Context: an optimization exercise on an open-source flow, tuned for a short achievable clock period and few clock cycles. The choices shown serve that exercise and are no tape-out recipe.
Only the layout flow was run in this run; the RTL was not checked for function there.
Power and IR drop assume default switching activity.

File: flow/config.mk
export PLATFORM = sky130hd
export DESIGN_NAME = aes_noc_feeder
export DESIGN_NICKNAME = aes_noc_feeder
export VERILOG_FILES = /design/flow/design.v
export SDC_FILE = /design/flow/constraint.sdc
export NUM_CORES = 4
export LEC_CHECK = 0
export CAP_MARGIN = 20
export CORE_MARGIN = 2
export CORE_UTILIZATION = 40
export SLEW_MARGIN = 20
File: flow/constraint.sdc
create_clock -name core_clock -period 5.5 [get_ports {clk}]
set_input_delay 1.1000 -clock core_clock [delete_from_list [all_inputs] [get_ports {clk}]]
set_output_delay 1.1000 -clock core_clock [all_outputs]
set_load 0.01 [all_outputs]
File: flow/design.v
module aes_noc_feeder (
  input  logic         clk,
  input  logic         reset,
  input  logic         key_wr_en,
  input  logic [4:0]   key_wr_addr,
  input  logic [63:0]  key_wr_data,
  input  logic         key_load,
  input  logic [127:0] iv_data,
  input  logic         iv_load,
  input  logic         pt_valid,
  output logic         pt_ready,
  input  logic [127:0] pt_data,
  output logic         ct_valid,
  input  logic         ct_ready,
  output logic [127:0] ct_data,
  output logic [63:0]  noc_tx_lo,
  output logic [7:0]   noc_tx_cmd,
  output logic         noc_tx_valid,
  input  logic         noc_tx_rdy,
  input  logic [63:0]  noc_rx_lo,
  input  logic [7:0]   noc_rx_cmd,
  input  logic         noc_rx_valid,
  output logic         noc_rx_rdy,
  output logic         busy,
  output logic         timeout,
  output logic [15:0]  blocks_done
);
  localparam int KEY_WORDS = 22;
  logic [63:0]  key_buf_q [KEY_WORDS];
  logic [127:0] iv_q;
  logic [127:0] pt_q;
  logic [63:0]  ct_lo_q, ct_hi_q;
  logic [63:0]  key_word_q;        
  logic b_lo_q;     
  logic b_hi_q;     
  logic b_wait_q;   
  logic b_got1_q;   
  logic b_ct_q;     
  logic exp_q;      
  logic [9:0] timer_q;
  logic       key_pend_q, iv_pend_q, iv_beat_q;
  logic [4:0] key_cnt_q;
  logic       timeout_q;
  logic [15:0] blocks_q;
  logic rsp_now, rsp1, rsp2, handoff, abandon, blk_free, ldp, last_ld, hs;
  logic pt_sel, key_sel, iv_sel, key_fire, iv_fire;
  assign rsp_now  = noc_rx_valid & (&noc_rx_cmd);
  assign rsp1     = b_wait_q & ~exp_q & ~b_got1_q & rsp_now;
  assign rsp2     = b_wait_q & ~exp_q &  b_got1_q & rsp_now;
  assign ct_valid = b_ct_q | rsp2;
  assign handoff  = ct_valid & ct_ready;
  assign abandon  = b_wait_q & exp_q;
  assign blk_free = ~(b_wait_q | b_ct_q) | handoff | abandon;
  assign ldp      = key_pend_q | iv_pend_q;
  assign last_ld  = key_pend_q ? (~iv_pend_q & (key_cnt_q == 5'(KEY_WORDS - 1))) : iv_beat_q;
  assign pt_sel  = b_lo_q | b_hi_q;
  assign key_sel = ~pt_sel & key_pend_q;
  assign iv_sel  = ~pt_sel & ~key_pend_q & iv_pend_q;
  assign pt_ready     = blk_free & ~pt_sel & (~ldp | (last_ld & noc_tx_rdy));
  assign hs           = pt_valid & pt_ready;
  assign noc_tx_valid = pt_sel | (blk_free & (ldp | pt_valid));
  assign noc_tx_cmd   = {6'd0, ~key_sel & ~iv_sel, iv_sel};
  always_comb begin
    if (b_lo_q)          noc_tx_lo = pt_q[63:0];
    else if (b_hi_q)     noc_tx_lo = pt_q[127:64];
    else if (key_pend_q) noc_tx_lo = key_word_q;
    else if (iv_pend_q)  noc_tx_lo = iv_beat_q ? iv_q[127:64] : iv_q[63:0];
    else                 noc_tx_lo = pt_data[63:0];
  end
  assign key_fire = key_sel & blk_free & noc_tx_rdy;
  assign iv_fire  = iv_sel & blk_free & noc_tx_rdy;
  assign noc_rx_rdy  = b_wait_q;
  assign ct_data     = {b_ct_q ? ct_hi_q : noc_rx_lo, ct_lo_q};
  assign busy        = pt_sel | b_wait_q | b_ct_q | ldp | pt_valid;
  assign timeout     = timeout_q;
  assign blocks_done = blocks_q;
  always_ff @(posedge clk) begin
    if (key_wr_en && (key_wr_addr < 5'(KEY_WORDS))) key_buf_q[key_wr_addr] <= key_wr_data;
    if (iv_load) iv_q <= iv_data;
    if (hs) pt_q <= pt_data;
    if (rsp1) ct_lo_q <= noc_rx_lo;
    if (rsp2) ct_hi_q <= noc_rx_lo;
    if (key_load) key_word_q <= (key_wr_en && key_wr_addr == 5'd0) ? key_wr_data : key_buf_q[0];
    else if (key_fire && key_cnt_q != 5'(KEY_WORDS - 1)) key_word_q <= key_buf_q[key_cnt_q + 5'd1];
  end
  always_ff @(posedge clk) begin
    if (reset) begin
      b_lo_q     <= 1'b0;
      b_hi_q     <= 1'b0;
      b_wait_q   <= 1'b0;
      b_got1_q   <= 1'b0;
      b_ct_q     <= 1'b0;
      exp_q      <= 1'b0;
      timer_q    <= '0;
      key_pend_q <= 1'b0;
      key_cnt_q  <= '0;
      iv_pend_q  <= 1'b0;
      iv_beat_q  <= 1'b0;
      timeout_q  <= 1'b0;
      blocks_q   <= '0;
    end else begin
      b_lo_q   <= b_lo_q ? ~noc_tx_rdy : (hs & (ldp | ~noc_tx_rdy));
      b_hi_q   <= b_hi_q ? ~noc_tx_rdy : ((b_lo_q & noc_tx_rdy) | (hs & ~ldp & noc_tx_rdy));
      b_wait_q <= (b_hi_q & noc_tx_rdy) | (b_wait_q & ~rsp2 & ~exp_q);
      b_got1_q <= b_wait_q & ~exp_q & (b_got1_q ^ rsp_now);
      b_ct_q   <= ct_valid & ~ct_ready;
      exp_q    <= b_wait_q & (timer_q == 10'd1021);
      timer_q  <= b_wait_q ? timer_q + 10'd1 : 10'd0;
      key_pend_q <= key_load | (key_pend_q & ~(key_fire & (key_cnt_q == 5'(KEY_WORDS - 1))));
      if (key_load) key_cnt_q <= '0;
      else if (key_fire) key_cnt_q <= key_cnt_q + 5'd1;
      iv_pend_q <= iv_load | (iv_pend_q & ~(iv_fire & iv_beat_q));
      if (iv_load) iv_beat_q <= 1'b0;
      else if (iv_fire) iv_beat_q <= ~iv_beat_q;
      timeout_q <= timeout_q | abandon;
      blocks_q  <= blocks_q + 16'(handoff);
    end
  end
endmodule
File: flow/run.sh
#!/bin/bash
# synth_recipe.tcl (not shown) runs the flow's synth.tcl, then flattens the netlist and writes it again
# the make line also repeats each setting of config.mk as NAME=value (left out here)
make -C /OpenROAD-flow-scripts/flow DESIGN_CONFIG=/design/flow/config.mk WORK_HOME=/design/flow/orfs CLKGATE_MAP_FILE= SYNTH_SCRIPT=/design/flow/synth_recipe.tcl finish
==> reports/results.tsv <==
stage	metric	value	unit
status	status	no timing/DRC/antenna violations	
final_layout	final_common_cell	edfxtp_1	
timing	fin_skew	0.0258	ns
floorplanning	row_count	157	
final_layout	multiInputGateArea	16600	sq um
drt	viasPerCell	5.48	
power	peakVddDrop	0.000273	V
timing	slew_viol_final	0	
worst_setup_path	cpMostUsedCell	clkdlybuf4s50_1	
synth	yosysTopAreaCell	edfxtp_1	
drt	wl	204000	um
power	p_leak	28.1	nW
drt	drc_errors	0	
floorplanning	dieArea	189000	sq um
synth	ys_types	52	
job	cap_violations	0	
clock_network	clock-root-buffer	clkbuf_16	
power	power_density	340	nW/um^2
final_layout	nets	4928	
worst_setup_path	cp_data_arrival_time	3.73	ns
timing	relSlewSlack	27.1	%
final_layout	layoutNonFillerInstCount	7166	
clock_network	cts_hold_buf	0	
place	dp_slack	0.579	ns
drt	drt-initial-drc-count	3603	
place	dpl.hpwl	123000	um
global_route	antenna_found_initial	57	
timing	finalHoldViolCount	0	
drt	wl_per_cell	28.4	um
place	port_buffers	621	
clock_network	cts_inserted_buffers	189	
synth	syn-mean-instance-area	19.4	sq um
clock_network	clockBufferDepth	3	
timing	finalWorstSetupSlack	0.671	ns
worst_setup_path	path_max_fanout	6	
global_route	grt_start_max_net_pins	129	
timing	period_minus_slack	4.83	ns
synth	async_flop_share	0	%
timing	fmax	0.207	GHz
final_layout	syn_to_final_growth	21.4	%
synth	synth_top_area_share	75.3	%
synth	synth_top_flop_cell	edfxtp_1	
global_route	grt_pass1_vias	38900	
clock_network	worstSkewPairLatency	0.84	ns
synth	syn_area	74000	sq um
floorplanning	die_h	434	um
final_layout	final_cell_mix	edfxtp_1 (1,856), clkdlybuf4s50_1 (619), mux4_2 (320)	
synth	synth.ff_latch_count	1897	
timing	finalSetupTns	0	ns
clock_network	cts.sinks	1897	
worst_setup_path	slowest_stage	or4_4	
final_layout	drive_above_1_share	18.3	%
final_layout	seqCellArea	56600	sq um
place	routabilityCongestion	0.856	
worst_setup_path	critical_path_class	in2out	
place	placed_cells	6789	
clock_network	h-tree-depth	4	
synth	synthesis.instances	3824	
final_layout	fillers	15100	
clock_network	cts_resized	0	
clock_network	cts_setup_buffers	0	
worst_setup_path	cp.required	4.40	ns
synth	synth_area_leaders	edfxtp_1 (75%), mux4_2 (9.7%), mux2i_1 (2.6%)	
timing	fin_crit_sh	87.8	%
global_route	grt_overflow	0	
synth	ys_seq_area_share	76.4	%
floorplanning	core	183000	sq um
timing	rsz0062_at_grt	no	
power	fin_total_pwr	30.6	mW
worst_setup_path	crit_path_max_incr_delay	0.57	ns
worst_setup_path	cp-start-kind	primary input	
global_route	grt_util_all_layers	21.3	%
floorplanning	initial_core_util	40.4	%
drt	vias	39300	
worst_setup_path	critPathCaptureType	primary output	
clock_network	clk_pin_slew	0.06	ns
worst_setup_path	path_cells	clkdlybuf4s50_1 > nand4_1 > or4_4 > a21oi_1 > and3_1 > clkdlybuf4s50_1	
timing	final-setup-viol-count	0	
global_route	grt_pass1_wl	286000	um
floorplanning	ios	628	
clock_network	cts_tree	built	
drt	firstDrtPassIters	6	
timing	tightest_slew	1.09	ns
floorplanning	fp.dieW	434	um
worst_hold_path	hold_path.class	reg2reg	
worst_setup_path	path_buf_inv	2	
synth	synth-edff-count	1856	
worst_setup_path	cpLargestDelayFamily	buffers and inverters	
synth	yosys_warnings	1	
drt	detail-route-antenna-nets	0	
[synth_stat cells, types with 5 or more instances]
| cell type | instances |
|---|---|
| a21oi_1 | 72 |
| xor2_1 | 17 |
| nand4_1 | 5 |
| mux2_2 | 129 |
| and2_1 | 5 |
| buf_4 | 24 |
| or3_1 | 6 |
| buf_2 | 47 |
| xnor2_1 | 9 |
| clkbuf_1 | 143 |
| nor3_1 | 8 |
| buf_1 | 17 |
| dfxtp_1 | 41 |
| mux2i_1 | 193 |
| o31ai_1 | 64 |
| a211o_1 | 65 |
| edfxtp_1 | 1856 |
| nand2b_1 | 8 |
| mux4_2 | 320 |
| nand2_1 | 275 |
| a211oi_1 | 132 |
| o21ai_0 | 71 |
| and3_1 | 7 |
| nand3_1 | 13 |
| ha_1 | 6 |
| nor2_1 | 181 |
| o22ai_1 | 64 |
| buf_6 | 9 |
[final cells by class]
type / instances / area share, %
clock buffer: 244 / 5.56
antenna: 33 / 0.0918
inverter: 4 / 0.0167
tap: 2464 / 3.43
sequential: 1897 / 62.9
multi-input combinational: 1688 / 18.5
clock inverter: 100 / 0.936
timing repair buffer: 736 / 8.55
[worst min-delay path, delay by kind of cell (launching register included)]
family / cells / cell delay (ns)
AOI/OAI and AO/OA: 1 / 0.04
DFF: 1 / 0.33
and+or+nand+nor: 1 / 0.07
[logic make-up after synthesis]
logic type	synth area share, %
adder cells (fa/ha/maj)	0.101
other	0.00506
AO/OA/AOI/OAI	4.39
multiplexers	14.3
flip-flops	76.4
buffers and inverters	1.53
XOR/XNOR	0.308
AND/OR/NAND/NOR	2.99
[per-layer routing]
metal | vias to the layer above | global-route usage, % | wire length (um)
met3 | 338 | 4.86 | 14900
met5 | - | 0 | 73
li1 | 17000 | - | -
met4 | 12 | 9.08 | 7850
met2 | 1407 | 35.3 | 101000
met1 | 20600 | 26.9 | 80400
[metrics by stage]
stage	utilization (%)	area [sq um]	hold WS, ns
after floorplan	-	74100	0.434
after global placement	45.8	84000	0.455
after detailed placement	45.8	84000	0.455
after CTS	49.0	89800	0.470
after global routing	49.0	89900	0.523
final	49.0	89900	0.468
[state kept, by name, summed over array words and instances (netlist names), 5 cells and up]
name	flops
ct_hi_q	64
key_word_q	64
timer_q	10
ct_lo_q	64
iv_q	128
key_cnt_q	5
blocks_q	16
key_buf_q	1408
pt_q	128
[power by group]
group	switching, mW	total (mW)	internal, mW
Sequential	0.193	16.4	16.2
Combinational	1.01	1.94	0.926
Clock	5.45	12.3	6.81
Total	6.66	30.6	23.9
[worst paths after layout]
kind / from / endpoint / slack, ns / cells after the start
max reg2reg: b_hi_q$_SDFF_PP0_ / key_word_q[19]$_DFFE_PP_ / 1.96 / 7
max: noc_rx_valid / pt_ready / 0.67 / 6
min: timeout_q$_SDFF_PP0_ / timeout_q$_SDFF_PP0_ / 0.47 / 2
min reg2reg: timeout_q$_SDFF_PP0_ / timeout_q$_SDFF_PP0_ / 0.47 / 2

-- what the ideal ports hide --
No port has a modelled driver above. Below, the same layout with a new extraction and two added sets of constraints. Step 1, drivers: a clkbuf_16 drives clk and a buf_2 each remaining input, both assumed. Step 2 moves the port delays by t, midway between the first and last clock arrival at a register: inputs arrive t later, outputs are due t later. That takes back most of the time a late clock gives input paths. Slacks: ideal / step 1 / step 2; pairs: ideal / step 1.
shift t [ns]: 0.909
setup slack, ns: 0.671 / 0.629 / 0.629
slew at the worst register clock pin (ns): 0.07 / 0.07
cell pins on the clock port's net: 1
After both steps setup and hold are still met in this run. For this run, drivers alone change the setup slack by -0.042 ns; drivers and shift together by -0.042 ns.
